Background: an optimization exercise with open tools, aiming at small area and a short achievable clock period. Do not read the settings as production practice.
Where RTL was checked, it was by simulation tests only, not by an equivalence proof against the original.
No activity file was given, so power comes from the tool's default toggle rates.

Setup of main:
==> module mem_responder, before the edit <==
module mem_responder #(
  parameter int unsigned ADDR_W = mem_resp_pkg::MR_ADDR_W,
  parameter int unsigned DATA_W = mem_resp_pkg::MR_DATA_W,
  parameter int unsigned DEPTH  = mem_resp_pkg::MR_DEPTH
) (
  input  logic              clk,
  input  logic              rst_n,
  input  logic              enable,
  input  logic              read,
  input  logic [ADDR_W-1:0] addr,
  input  logic [DATA_W-1:0] wdata,
  output logic [DATA_W-1:0] data,
  output logic              data_valid,
  output logic              err
);
  localparam logic [DATA_W-1:0] FILL = DATA_W'(mem_resp_pkg::MR_OOR_FILL);
  localparam int unsigned       NCOL = 16;                         
  localparam int unsigned       NROW = (DEPTH + NCOL - 1) / NCOL;  
  localparam int unsigned       NENT = 32;                         
  localparam int unsigned       NGRP = (DEPTH + NENT - 1) / NENT;  
  logic w_in_range, w_wr_req, w_rd_req;
  assign w_in_range = 32'(addr) < DEPTH;
  assign w_wr_req   = enable & ~read;
  assign w_rd_req   = enable & read;
  logic [NCOL-1:0]   r_col_n;
  logic [NROW-1:0]   r_row_wr_n;
  logic [DATA_W-1:0] r_wdata;
  always_ff @(posedge clk or negedge rst_n) begin
    if (!rst_n) begin
      r_col_n    <= '0;
      r_row_wr_n <= '0;
      r_wdata    <= '0;
    end else begin
      for (int unsigned j = 0; j < NCOL; j++) r_col_n[j] <= addr[3:0] != 4'(j);
      for (int unsigned i = 0; i < NROW; i++) r_row_wr_n[i] <= ~(w_wr_req & (addr[7:4] == 4'(i)));
      if (w_wr_req) r_wdata <= wdata;
    end
  end
  logic [DATA_W-1:0] r_mem [DEPTH];
  for (genvar b = 0; b < DEPTH; b++) begin : g_mem
    always_ff @(posedge clk) begin
      if (~(r_row_wr_n[b / NCOL] | r_col_n[b % NCOL])) r_mem[b] <= r_wdata;
    end
  end
  logic [DATA_W-1:0] w_part [NGRP];
  logic              w_hit;
  logic [NENT-1:0] w_ent [(NGRP + 1) / 2];
  for (genvar p = 0; p < (NGRP + 1) / 2; p++) begin : g_dec
    mem_resp_dec #(.A(5), .N(NENT)) u_dec (
      .a   (addr[4:0]),
      .sel (w_ent[p])
    );
  end
  for (genvar g = 0; g < NGRP; g++) begin : g_sel
    localparam int unsigned NE = (DEPTH - g * NENT < NENT) ? DEPTH - g * NENT : NENT;
    logic [NE*DATA_W-1:0] w_d;
    for (genvar e = 0; e < NE; e++) begin : g_d
      assign w_d[e*DATA_W +: DATA_W] = r_mem[g * NENT + e];
    end
    mem_resp_sel #(.N(NE), .W(DATA_W)) u_sel (
      .sel (w_ent[g / 2][NE-1:0]),
      .d   (w_d),
      .y   (w_part[g])
    );
  end
  assign w_hit = ~(r_row_wr_n[addr[7:4]] | r_col_n[addr[3:0]]);
  logic [DATA_W-1:0] r_part [NGRP];
  logic [NGRP-1:0]   r_grp;      
  logic              r_hit;
  logic              r_oor;
  logic              r_rd;
  always_ff @(posedge clk) begin
    for (int unsigned g = 0; g < NGRP; g++) r_part[g] <= w_part[g];
    for (int unsigned g = 0; g < NGRP; g++) r_grp[g] <= addr[7:5] == 3'(g);
    r_hit  <= w_hit;
    r_oor  <= ~w_in_range;
  end
  always_ff @(posedge clk or negedge rst_n) begin
    if (!rst_n) r_rd <= 1'b0;
    else        r_rd <= w_rd_req;
  end
  logic [DATA_W-1:0] w_rd_data;
  always_comb begin
    w_rd_data = '0;
    for (int unsigned g = 0; g < NGRP; g++)
      w_rd_data = w_rd_data | ({DATA_W{r_grp[g]}} & r_part[g]);
    if (r_hit) w_rd_data = r_wdata;
    if (r_oor) w_rd_data = FILL;
  end
  logic              r_valid;
  logic              r_err;
  logic [DATA_W-1:0] r_data;
  always_ff @(posedge clk or negedge rst_n) begin
    if (!rst_n) begin
      r_valid <= 1'b0;
      r_err   <= 1'b0;
      r_data  <= '0;
    end else begin
      r_valid <= r_rd;
      r_err   <= (r_rd & r_oor) | (w_wr_req & ~w_in_range);
      if (r_rd) r_data <= w_rd_data;
    end
  end
  assign data       = r_data;
  assign data_valid = r_valid;
  assign err        = r_err;
endmodule
==> flow/config.mk <==
export PLATFORM = sky130hd
export DESIGN_NAME = mem_responder
export DESIGN_NICKNAME = mem_responder
export VERILOG_FILES = /design/flow/design.v
export SDC_FILE = /design/flow/constraint.sdc
export NUM_CORES = 4
export LEC_CHECK = 0
export CAP_MARGIN = 20
export CORE_MARGIN = 2
export CORE_UTILIZATION = 70
export CTS_CLUSTER_DIAMETER = 150
export CTS_CLUSTER_SIZE = 30
export PLACE_DENSITY_LB_ADDON = 0.08
export SETUP_SLACK_MARGIN = 3.6
export SLEW_MARGIN = 20
export SYNTH_HIERARCHICAL = 1
==> flow/constraint.sdc <==
create_clock -name core_clock -period 6.0 [get_ports {clk}]
set_input_delay 1.2000 -clock core_clock [delete_from_list [all_inputs] [get_ports {clk}]]
set_output_delay 1.2000 -clock core_clock [all_outputs]
set_load 0.01 [all_outputs]
run.sh (not shown) runs the stock make flow with config.mk's settings and CLKGATE_MAP_FILE= SYNTH_SCRIPT=/design/flow/synth_recipe.tcl, a recipe that flattens the netlist after the stock synthesis.
#### Input delta (the feature branch over main)
-- flow/design.v --
<<< main, line 77
  logic [DATA_W-1:0] w_part [NGRP];
  logic              w_hit;
  logic [NENT-1:0] w_ent [(NGRP + 1) / 2];
  for (genvar p = 0; p < (NGRP + 1) / 2; p++) begin : g_dec
    mem_resp_dec #(.A(5), .N(NENT)) u_dec (
      .a   (addr[4:0]),
      .sel (w_ent[p])
    );
  end
  for (genvar g = 0; g < NGRP; g++) begin : g_sel
    localparam int unsigned NE = (DEPTH - g * NENT < NENT) ? DEPTH - g * NENT : NENT;
    logic [NE*DATA_W-1:0] w_d;
    for (genvar e = 0; e < NE; e++) begin : g_d
      assign w_d[e*DATA_W +: DATA_W] = r_mem[g * NENT + e];
    end
    mem_resp_sel #(.N(NE), .W(DATA_W)) u_sel (
      .sel (w_ent[g / 2][NE-1:0]),
      .d   (w_d),
      .y   (w_part[g])
>>> the feature branch, line 77
  logic [DATA_W-1:0] w_part [NGRP];
  logic              w_hit;
  for (genvar g = 0; g < NGRP; g++) begin : g_sel
    localparam int unsigned NE = (DEPTH - g * NENT < NENT) ? DEPTH - g * NENT : NENT;
    logic [NE-1:0]        w_ent;
    logic [NE*DATA_W-1:0] w_d;
    for (genvar e = 0; e < NE; e++) begin : g_d
      assign w_d[e*DATA_W +: DATA_W] = r_mem[g * NENT + e];
    end
    mem_resp_dec #(.A(5), .N(NE)) u_dec (
      .a   (addr[4:0]),
      .sel (w_ent)
    );
    mem_resp_sel #(.N(NE), .W(DATA_W)) u_sel (
      .sel (w_ent),
      .d   (w_d),
      .y   (w_part[g])
==> notes.md <==
The number of diodes of the feature branch falls short of that of main by 1. Diff main and the feature branch: biggest cell delay along the critical path lower in main. Comparing main and the feature branch, the lower vertical extent of the die is on main. Power in sequential cells: main vs the feature branch, no meaningful difference. Against main, number of well taps in the feature branch rose slightly. The minimum setup slack among reg-to-reg paths in the feature branch sits 0.04 ns below the value recorded for main. Summary of the feature branch over main: total power comparable; utilization of the core after routing lower; total routed wirelength shrank by about 3%; first-iteration DRC count went down. Measured against each other, main and the feature branch differ in critical path depth, the lower figure coming from the feature branch. As far as cell count is concerned, the feature branch and main perform about the same. Of main and the feature branch, the feature branch shows the lower length of the first detailed-routing pass in iterations, with main above it.
Only the layout flow was run in main; the RTL was not checked for function there.

-- what the ideal ports hide --
In the flow no input, the clock included, has a driving cell. The finished layouts below were timed again as built, in two steps.
Step 1 sets driving cells, clkbuf_16 on the clock port and buf_2 on the other inputs (assumed; they add their load-dependent delay and slew).
Step 2, shift: input delay + t, output delay - t, t = (earliest + latest rising clock arrival at the registers) / 2. This alone moves slack from input paths to output paths.
Slacks: ideal / step 1 / step 2; pairs: ideal / step 1.
run | t, ns | setup WS [ns] | worst setup path at the end | worst register clock-pin slew, ns
main | 0.728 | 3.347 / 3.127 / 2.399 | input to register | 0.11 / 0.11
the feature branch | 0.734 | 3.524 / 3.316 / 2.582 | input to register | 0.12 / 0.12
After both steps setup and hold are still met in every run listed. For main, which loses most, drivers alone change the setup slack by -0.220 ns; drivers and shift together by -0.948 ns.
